Source: an optimization exercise on an open RTL-to-GDS flow (aim: small area, a short achievable clock period and few clock cycles per item). Production flows keep margins and buffers that such runs may drop. In this exercise RTL edits were held to simulation tests only and were not proved equivalent to the original. Power figures rest on the tool's default switching activity, not on a simulated workload.

--- design/flow/run.sh ---
#!/bin/bash
# synth_recipe.tcl (not shown) runs the flow's synth.tcl, then flattens the netlist and writes it again
# the make line also repeats each setting of config.mk as NAME=value (left out here)
make -C /OpenROAD-flow-scripts/flow DESIGN_CONFIG=/design/flow/config.mk WORK_HOME=/design/flow/orfs CLKGATE_MAP_FILE= SYNTH_SCRIPT=/design/flow/synth_recipe.tcl finish
--- design/flow/config.mk ---
export PLATFORM = sky130hd
export DESIGN_NAME = sha256_msg_sched
export DESIGN_NICKNAME = sha256_msg_sched
export VERILOG_FILES = /design/flow/design.v
export SDC_FILE = /design/flow/constraint.sdc
export NUM_CORES = 4
export LEC_CHECK = 0
export CAP_MARGIN = 20
export CORE_MARGIN = 2
export CORE_UTILIZATION = 55
export CTS_BUF_LIST = sky130_fd_sc_hd__clkbuf_8
export CTS_CLUSTER_DIAMETER = 45
export CTS_CLUSTER_SIZE = 20
export SETUP_SLACK_MARGIN = 1.5
export SLEW_MARGIN = 20
--- design/flow/constraint.sdc ---
create_clock -name core_clock -period 4.6 [get_ports {clk}]
set_input_delay 0.9200 -clock core_clock [delete_from_list [all_inputs] [get_ports {clk}]]
set_output_delay 0.9200 -clock core_clock [all_outputs]
set_load 0.01 [all_outputs]
--- design/flow/design.v ---
module sha256_msg_sched #(
  parameter int IN_W   = 8,
  parameter int ROUNDS = 64
) (
  input  logic            clk,
  input  logic            rst,
  input  logic            abort,
  input  logic [IN_W-1:0] in_data,
  input  logic            in_valid,
  output logic            in_ready,
  output logic [31:0]     w_data,
  output logic [5:0]      w_idx,
  output logic            w_valid,
  input  logic            w_ready,
  output logic            busy,
  output logic            dbg_state
);
  logic [31:0] r_win [16];
  logic [31:0] r_sa, r_sb;  
  logic [31:0] r_out;    
  logic [23:0] r_pk;     
  logic [1:0]  r_b;      
  logic        r_v;      
  logic        r_wp;     
  logic [5:0]  r_idxn;   
  logic [3:0]  r_ph;     
  logic        r_nrdy;   
  logic        r_busy;
  logic [3:0]  r_we;     
  logic        r_al;     
  logic [5:0]  r_idx;
  logic [5:0]  w_nxt;
  logic        w_wr_now;
  logic        w_in_fire;
  logic        w_cmpl;
  logic        w_take;
  logic        w_comp;
  logic [31:0] w_word;
  logic [31:0] w_new;
  logic [1:0]  n_b;
  logic        n_v, n_wp;
  logic [5:0]  n_idx;
  logic [3:0]  n_ph;
  logic [3:0]  n_d;
  logic [5:0]  n_nxt;
  logic        n_rdy;
  function automatic logic [31:0] f_sigma0(input logic [31:0] x);
    f_sigma0 = ((x >> 7) | (x << 25)) ^ ((x >> 18) | (x << 14)) ^ (x >> 3);
  endfunction
  function automatic logic [31:0] f_sigma1(input logic [31:0] x);
    f_sigma1 = ((x >> 17) | (x << 15)) ^ ((x >> 19) | (x << 13)) ^ (x >> 10);
  endfunction
  assign r_idx      = ~r_idxn;
  assign w_nxt      = r_idx + 6'd1;
  assign w_wr_now   = |r_we;
  assign in_ready   = ~r_nrdy;
  assign w_valid    = r_v;
  assign dbg_state  = r_v;
  assign w_data     = r_out;
  assign w_idx      = r_idx;
  assign busy       = r_busy;
  assign w_in_fire  = in_valid & ~r_nrdy & ~abort;
  assign w_cmpl     = w_in_fire & (r_b == 2'd3);
  assign w_take     = r_v & w_ready & ~abort;
  assign w_comp     = r_al & (~r_v | w_ready) & ~abort;
  assign w_word     = {r_pk, in_data};
  assign w_new      = r_sa + r_sb;
  always_comb begin
    n_b   = r_b;
    n_v   = r_v;
    n_wp  = r_wp;
    n_idx = r_idx;
    n_ph  = r_ph + 4'd1;
    if (abort) begin
      n_b   = 2'd0;
      n_v   = 1'b0;
      n_wp  = 1'b0;
      n_idx = 6'd63;
    end else begin
      if (w_in_fire) n_b = r_b + 2'd1;
      if (w_take) n_v = 1'b0;
      if (w_wr_now) n_wp = 1'b0;
      if (w_cmpl) begin
        n_v   = 1'b1;
        n_wp  = 1'b1;
        n_idx = w_nxt;
        if (w_nxt == 6'd0) n_ph = 4'd3;
      end
      if (w_comp) begin
        n_v   = 1'b1;
        n_idx = w_nxt;
      end
    end
    n_d   = n_idx[3:0] - n_ph;                        
    n_nxt = n_idx + 6'd1;
    n_rdy = (n_b != 2'd3) |
            (((n_idx == 6'd63) | ((n_idx[5:4] == 2'd0) & (n_idx[3:0] != 4'd15))) &
             ~n_v & (~n_wp | (n_d[1:0] == 2'd0)));
  end
  always_ff @(posedge clk) begin
    r_we[0] <= n_wp & (n_d == 4'd4);
    r_we[1] <= n_wp & (n_d == 4'd8);
    r_we[2] <= n_wp & (n_d == 4'd12);
    r_we[3] <= n_wp & (n_d == 4'd0);
  end
  always_ff @(posedge clk or posedge rst) begin
    if (rst) begin
      r_b    <= 2'd0;
      r_v    <= 1'b0;
      r_wp   <= 1'b0;
      r_idxn <= 6'd0;
      r_nrdy <= 1'b0;
      r_busy <= 1'b0;
      r_al   <= 1'b0;
    end else begin
      r_b    <= n_b;
      r_v    <= n_v;
      r_wp   <= n_wp;
      r_idxn <= ~n_idx;
      r_nrdy <= ~n_rdy;
      r_busy <= (n_b != 2'd0) | n_v | (n_idx != 6'd63);
      r_al   <= (n_nxt[5:4] != 2'd0) & ~n_wp & (n_ph == n_nxt[3:0]);
    end
  end
  always_ff @(posedge clk) begin
    r_ph <= n_ph;
    if (w_in_fire && r_b != 2'd3) r_pk <= {r_pk[15:0], in_data};
    if (w_cmpl)      r_out <= w_word;
    else if (w_comp) r_out <= w_new;
    for (int i = 0; i < 15; i++) r_win[i] <= r_win[i+1];
    if (r_we[0]) r_win[3]  <= r_out;
    if (r_we[1]) r_win[7]  <= r_out;
    if (r_we[2]) r_win[11] <= r_out;
    if (w_comp)       r_win[15] <= w_new;
    else if (r_we[3]) r_win[15] <= r_out;
    else              r_win[15] <= r_win[0];
    r_sa <= f_sigma1(r_win[15]) + r_win[10];
    r_sb <= f_sigma0(r_win[2]) + r_win[1];
  end
endmodule
==> impl_metrics.env, run 1 <==
export IMPL_clock_latency_ps=690
export IMPL_synth_top_area_share=0.534
export IMPL_grt_pass1_vias=12909
export IMPL_grt_overflow=0
export IMPL_wl_met1_um=25300
export IMPL_outcome="complete, no violations"
export IMPL_crit_chain="xnor2_2 > xnor2_2 > ha_1 > a211oi_4 > o21ai_2 > a311o_2 > a211oi_4 > o31ai_2 > a21oi_2 > o21ai_2 > or4_1 > nand3_1"
export IMPL_synthFlopType="dfxtp_1"
export IMPL_hpwlAfterDp_um=40200
export IMPL_grt_max_degree=65
export IMPL_postRouteAntennaNets=0
export IMPL_syn_nets=1887
export IMPL_fin_crit_sh=0.700
export IMPL_ir_drop_mv=0.374
export IMPL_h_tree_depth=2
export IMPL_antenna_cells=0
export IMPL_fmax_mhz=311
export IMPL_synth_cells=1772
export IMPL_tritoncts="done"
export IMPL_hold_viol=0
export IMPL_nets=1995
export IMPL_cap_violations=0
export IMPL_core_mm2=0.0395
export IMPL_worst_setup_path_type="flip-flop to flip-flop"
export IMPL_std_cell_rows=73
export IMPL_grtUsageTotal=0.269
export IMPL_yosys_cell_types_count=73
export IMPL_initial_core_util=0.554
export IMPL_hold_class="flip-flop to flip-flop"
export IMPL_drive_above_1_share=0.175
export IMPL_first_pass_iters=5
export IMPL_die_area_mm2=0.0414
export IMPL_slew_headroom=0.448
export IMPL_drc=0
export IMPL_grt_pass1_wl_um=80400
export IMPL_cts_root_buf="clkbuf_8"
export IMPL_arrival_ps=3860
export IMPL_setup_violations=0
export IMPL_routed_wl_um=55400
export IMPL_die_h_um=203
export IMPL_wl_met3_um=2080
export IMPL_synth_edff_count=56
export IMPL_finClkSkew_ps=35.8
export IMPL_cp_start_kind="flip-flop"
export IMPL_critPathCaptureType="flip-flop"
export IMPL_dieWidth_um=203
export IMPL_highest_layer="met4"
export IMPL_numPlacedInstances=2322
export IMPL_synth_largest_area_cell="dfxtp_1"
export IMPL_async_flop_share=0.0199
export IMPL_yosys_top_cells_area="dfxtp_1 53%, edfxtp_1 7.7%, xnor2_1 6.6%"
export IMPL_ys_seq_area_frac=0.626
export IMPL_viasPerCell=5.40
export IMPL_postCtsHoldBufs=0
export IMPL_place_gp_congestion=0.937
export IMPL_mostFrequentLayoutCells="548 x dfxtp_1, 149 x xnor2_1, 96 x a21oi_1, 96 x mux2_2, 96 x ha_1"
export IMPL_critPathBufInv=0
export IMPL_drv_slew=0
export IMPL_fin_cells=2451
export IMPL_critical_path_top_delay_family="compound AO/OA/AOI/OAI gates"
export IMPL_antenna_found_initial=1
export IMPL_io_buffers=54
export IMPL_vias=13246
export IMPL_met2WireLength_um=25700
export IMPL_synthesis_area_mm2=0.0219
export IMPL_syn2layout_area_growth_pct=14.5
export IMPL_clk_pin_slew_worst_paths_ps=110
export IMPL_yosys_warnings=2
export IMPL_p_per_area_mw_per_mm2=600
export IMPL_required_ps=5240
export IMPL_io_pins=55
export IMPL_drt_iter0_drc=787
export IMPL_post_drt_wl_per_cell_um=22.6
export IMPL_ys_seq_elements=653
export IMPL_syn_avg_cell_area_um2=12.3
export IMPL_power_leakage_nw=10.4
export IMPL_ctsLongestPathBuffers=3
export IMPL_rsz0062_at_grt="true"
export IMPL_worstMarginPinSlew_ps=828
export IMPL_cts_sinks=653
export IMPL_cts_buffers=56
export IMPL_power_w=0.0150
export IMPL_final_common_cell="dfxtp_1"
export IMPL_crit_slowest_cell="a311o_2"
export IMPL_timing_final_crit_period_ps=3220
export IMPL_setup_tns_ps=0
export IMPL_slowest_delay_ps=480
export IMPL_crit_fanout=4
[through the flow]
step	setup WS, ps	cell area [µm²]	hold slack, ps	utilization
floorplan	1340	21900	310	-
global placement	899	23000	310	0.584
detailed placement	841	23000	312	0.584
CTS	1420	24700	319	0.625
global route	1330	25000	325	0.635
finish	1380	25000	317	0.635
[routing by layer]
metal | vias to the layer above | global-route usage
li1 | 6396 | -
met1 | 6462 | 0.363
met2 | 296 | 0.438
met3 | 92 | 0.0324
met4 | 0 | 0.114
met5 | - | 0
[registers in the layout (all words and copies together), names as in the netlist, 2 cells and up]
register	flops
r_out	32
r_sb	32
r_b	2
r_pk	24
r_sa	32
r_ph	4
r_we	4
r_idxn	6
r_win	512
[final timing paths]
path,from,to,slack [ps],cells past startpoint
worst max-delay path,r_win[15][20]$_DFF_P_,r_sa[31]$_DFF_P_,1380,12
worst min register to register,r_win[7][14]$_DFF_P_,r_win[6][14]$_DFF_P_,320,0
worst min-delay path,r_win[7][14]$_DFF_P_,r_win[6][14]$_DFF_P_,320,0
min in group asynchronous,rst,r_v$_DFF_PP0_,580,2
worst max register to register,r_win[15][20]$_DFF_P_,r_sa[31]$_DFF_P_,1380,12
max in group asynchronous,rst,r_idxn[0]$_DFF_PP0_,3640,2
[Yosys cell counts, drive strengths merged (9+ instances only)]
cell,n
o21a,21
dfxtp,584
a21oi,103
inv,36
o21bai,11
o21ai,68
and3,9
clkbuf,32
ha,99
a21o,34
nand2b,11
nor3,11
edfxtp,56
nand3,16
dfrtp,13
mux2,96
nand2,66
a211oi,51
xnor2,166
nor2,87
xor2,50
nor2b,37
[where the power goes]
part / leakage (nW) / switching [W] / internal, W / total, W
Combinational: 4.21 / 0.00195 / 0.00164 / 0.00359
Clock: 0.696 / 0.00220 / 0.00160 / 0.00379
Sequential: 5.47 / 0.000702 / 0.00693 / 0.00763
Total: 10.4 / 0.00485 / 0.0102 / 0.0150
[layout make-up]
class / instances / area, µm²
well taps: 525 / 657
repair buffers: 89 / 811
inverters: 37 / 144
clock inverters: 45 / 561
multi-input cells: 1043 / 8290
flip-flops and latches: 653 / 13800
fillers: 3159 / 14400
clock buffers: 59 / 812
[worst register-to-register path, stage by stage, from the launching register on]
cell and delay [ps]:
dfxtp_2 380, xnor2_2 160, xnor2_2 270, ha_1 330, a211oi_4 240, o21ai_2 100, a311o_2 480, a211oi_4 320
o31ai_2 100, a21oi_2 180, o21ai_2 100, or4_1 400, nand3_1 90
[cell families after synthesis]
logic type,count (synthesis),share of synthesized area
adders and majority gates,102,0.0594
xor gates and xnor gates,216,0.0865
muxes,98,0.0503
buffers and inverters,76,0.0133
and+or+nand+nor,282,0.0633
DFF,653,0.626
AOI/OAI and AO/OA,345,0.101
[what timing repair did]
item | 4_1_cts | 5_1_grt
setup buffers | 9 | 16
resized for setup | 54 | 57
pin swaps | 19 | 45
setup endpoints to repair | 26 | 29
Testbench counts, summed over its fixed seeds: cycles 21,336, blocks 192.
==> inputs of run 2 (changes only) <==
--- a/design/flow/config.mk
+++ b/design/flow/config.mk
@@ -11,5 +11,5 @@
 export CTS_BUF_LIST = sky130_fd_sc_hd__clkbuf_8
 export CTS_CLUSTER_DIAMETER = 45
 export CTS_CLUSTER_SIZE = 20
-export SETUP_SLACK_MARGIN = 1.5
+export SETUP_SLACK_MARGIN = 2.2
 export SLEW_MARGIN = 20
==> impl_metrics.env, run 2 <==
export IMPL_ys_seq_area_frac=0.626
export IMPL_h_tree_depth=2
export IMPL_wl_met3_um=2860
export IMPL_ir_drop_mv=0.360
export IMPL_dieWidth_um=203
export IMPL_io_buffers=54
export IMPL_largest_register="r_win"
export IMPL_clk_pin_slew_worst_paths_ps=110
export IMPL_min_path_cells=0
export IMPL_postRouteAntennaNets=0
export IMPL_async_flop_share=0.0199
export IMPL_hp_start="r_win[3][3]$_DFF_P_"
export IMPL_grt_pass1_vias=13880
export IMPL_synthesis_area_mm2=0.0219
export IMPL_comb_power_share=0.283
export IMPL_nets=2121
export IMPL_grt_pass1_wl_um=87000
export IMPL_yosys_cell_types_count=73
export IMPL_reg2reg_setup_slack_ps=1390
export IMPL_io_pins=55
export IMPL_worst_hold_slack_ps=312
export IMPL_hold_class="flip-flop to flip-flop"
export IMPL_tritoncts="done"
export IMPL_core_mm2=0.0395
export IMPL_grt_overflow=0
export IMPL_hold_viol=0
export IMPL_setup_violations=0
export IMPL_outcome="complete, no violations"
export IMPL_worstMarginPinSlew_ps=1040
export IMPL_critPathCaptureType="flip-flop"
export IMPL_arrival_ps=3830
export IMPL_rsz0062_at_grt="true"
export IMPL_antenna_found_initial=2
export IMPL_nFillCells=2953
export IMPL_fin_crit_sh=0.698
export IMPL_internal_power_w=0.0105
export IMPL_r2r_cells=13
export IMPL_worst_setup_path_type="flip-flop to flip-flop"
export IMPL_synth_most_common_cell="dfxtp_1"
export IMPL_r2r_start="r_win[2][7]$_DFF_P_"
export IMPL_final_common_cell="dfxtp_1"
export IMPL_viasPerCell=5.42
export IMPL_highest_layer="met4"
export IMPL_place_gp_congestion=0.908
export IMPL_synth_cells=1772
export IMPL_pwr_share_clk=0.229
export IMPL_synth_largest_area_cell="dfxtp_1"
export IMPL_cts_root_buf="clkbuf_8"
export IMPL_timing_final_crit_period_ps=3210
export IMPL_slowest_delay_ps=390
export IMPL_syn2layout_area_growth_pct=24.1
export IMPL_synth_edff_count=56
export IMPL_synth_top_area_share=0.534
export IMPL_seq_area_mm2=0.0138
export IMPL_grt_max_degree=65
export IMPL_multi_input_area_mm2=0.00941
export IMPL_power_leakage_nw=11.3
export IMPL_crit_chain="xnor2_4 > xnor2_2 > ha_2 > fa_2 > a211o_1 > a211oi_2 > o31a_1 > o31ai_4 > a31oi_4 > buf_6 > o2111ai_2 > a21oi_2 > xnor2_1"
export IMPL_ctsLongestPathBuffers=3
export IMPL_drt_iter0_drc=973
export IMPL_synthFlopType="dfxtp_1"
export IMPL_routed_wl_um=59700
export IMPL_met2WireLength_um=27900
export IMPL_clock_latency_ps=700
export IMPL_yosys_warnings=2
export IMPL_cap_violations=0
export IMPL_crit_fanout=3
export IMPL_synthTopCellsByCount="584 x dfxtp_1, 166 x xnor2_1, 102 x a21oi_1"
export IMPL_finClkSkew_ps=43.9
export IMPL_die_h_um=203
export IMPL_r2r_end="r_sb[26]$_DFF_P_"
export IMPL_p_seq_frac=0.489
export IMPL_ys_seq_elements=653
export IMPL_critPathBufInv=1
export IMPL_power_w=0.0157
export IMPL_std_cell_rows=73
export IMPL_cp_start_kind="flip-flop"
export IMPL_largest_reg_flops=512
export IMPL_p_per_area_mw_per_mm2=578
export IMPL_setup_tns_ps=0
export IMPL_drv_slew=0
export IMPL_cts_sinks=653
export IMPL_wl_met1_um=26300
export IMPL_initial_core_util=0.554
export IMPL_slew_headroom=0.309
export IMPL_crit_slowest_cell="dfxtp_4"
export IMPL_drive_above_1_share=0.318
export IMPL_hpwlAfterDp_um=40200
export IMPL_cts_buffers=55
export IMPL_drc=0
export IMPL_syn_avg_cell_area_um2=12.3
export IMPL_syn_nets=1887
export IMPL_holdPathEnd="r_win[2][3]$_DFF_P_"
export IMPL_first_pass_iters=5
export IMPL_yosys_top_cells_area="dfxtp_1 53%, edfxtp_1 7.7%, xnor2_1 6.6%"
export IMPL_switching_share=0.332
export IMPL_vias=13975
export IMPL_grtUsageTotal=0.290
export IMPL_netSwitchingPower_w=0.00521
export IMPL_mostFrequentLayoutCells="531 x dfxtp_1, 130 x xnor2_1, 124 x buf_4"
export IMPL_fmax_mhz=311
export IMPL_post_drt_wl_per_cell_um=23.1
export IMPL_die_area_mm2=0.0414
export IMPL_critical_path_top_delay_family="compound AO/OA/AOI/OAI gates"
export IMPL_required_ps=5220
[run 2: changes by cell type in the layout (fill, tap and decap cells not counted), sizes merged]
cell | previous run | this run
buf | 35 | 172
bufinv | 4 | 1
clkbuf | 59 | 68
clkdlybuf4s15 | 0 | 18
clkdlybuf4s50 | 54 | 9
clkinv | 12 | 15
clkinvlp | 4 | 2
diode | 0 | 1
dlygate4sd2 | 0 | 9
inv | 62 | 63
[run 2: area by class of cell]
| type | instances | share of cell area |
|---|---|---|
| diodes | 1 | 0.0000922 |
| clock buffers | 61 | 0.0309 |
| clock inverters | 43 | 0.0165 |
| inverters | 37 | 0.00585 |
| multi-input cells | 1043 | 0.347 |
| flip-flops and latches | 653 | 0.509 |
| well taps | 525 | 0.0242 |
| repair buffers | 215 | 0.0668 |
| repair inverters | 1 | 0.000323 |
[run 2: what timing repair did]
item / in CTS / in global routing
buffers inserted: 112 / 39
hold endpoints to repair: 0 / 0
endpoints found under the setup margin: 133 / 114
pin swaps: 130 / 90
gates cloned: 1 / 0
resized for setup: 321 / 120
hold buffers: 0 / 0
[run 2: worst max path at each step]
stage	startpoint	end	slack (ps)	depth (start not counted)
final	r_win[2][7]$_DFF_P_	r_sb[26]$_DFF_P_	1390	13
after global routing	r_win[2][7]$_DFF_P_	r_sb[26]$_DFF_P_	1290	13
after CTS	r_win[2][18]$_DFF_P_	r_sb[26]$_DFF_P_	1460	13
after detailed placement	abort	r_al$_DFF_PP0_	870	10
after global placement	abort	r_al$_DFF_PP0_	840	10
after floorplan	in_valid	r_al$_DFF_PP0_	1500	11
[run 2: per-layer routing]
layer / global-route usage / vias up
met5: 0 / -
met4: 0.106 / 0
li1: - / 6627
met3: 0.0433 / 108
met2: 0.483 / 346
met1: 0.386 / 6894
[run 2: kinds of logic after synthesis]
family,Yosys count,share of synthesized area
AOI/OAI and AO/OA,345,0.101
DFF,653,0.626
muxes,98,0.0503
adders and majority gates,102,0.0594
xor gates and xnor gates,216,0.0865
buffers and inverters,76,0.0133
and+or+nand+nor,282,0.0633
[run 2: metrics by stage]
| stage | util | instances | setup slack (ps) | cell area (µm²) |
|---|---|---|---|---|
| 3_5_place_dp | 0.589 | 2322 | 872 | 23200 |
| 4_1_cts | 0.669 | 2539 | 1460 | 26400 |
| 6_report | 0.688 | 2579 | 1390 | 27100 |
| 2_1_floorplan | - | 1772 | 1500 | 22100 |
| 5_1_grt | 0.688 | 2578 | 1290 | 27100 |
| 3_3_place_gp | 0.589 | 2322 | 835 | 23200 |
[run 2: power groups by stage]
stage	combinational (W)	sequential, W	clock [W]
2_1_floorplan	0.00264	0.00735	0
3_3_place_gp	0.00339	0.00773	0
3_5_place_dp	0.00342	0.00774	0
4_1_cts	0.00407	0.00766	0.00366
5_1_grt	0.00480	0.00775	0.00389
6_report	0.00443	0.00766	0.00359

## afterwards: timing with drivers on the ports
In the flow no input, the clock included, has a driving cell. The finished layouts below were timed again as built, in two steps.
Step 1: set_driving_cell puts a clkbuf_16 on clk and a buf_2 on each other input, an assumption about the parent block.
Step 2 moves the port delays by t, midway between the first and last clock arrival at a register: inputs arrive t later, outputs are due t later. That takes back most of the time a late clock gives input paths.
Slacks: no drivers / after step 1 / after step 2; pairs: no drivers / after step 1.
| run | t, ns | setup slack, ns | worst setup path at the end | worst slew at a driven data input, ns |
|---|---|---|---|---|
| run 1 | 0.727 | 1.380 / 1.380 / 0.871 | input to register | 0.03 |
| run 2 | 0.727 | 1.389 / 1.389 / 1.252 | input to register | 0.04 |
After both steps setup and hold are still met in every run listed. The setup slack of run 1, which loses most, moves by 0.000 ns with the drivers and by -0.509 ns with both steps.
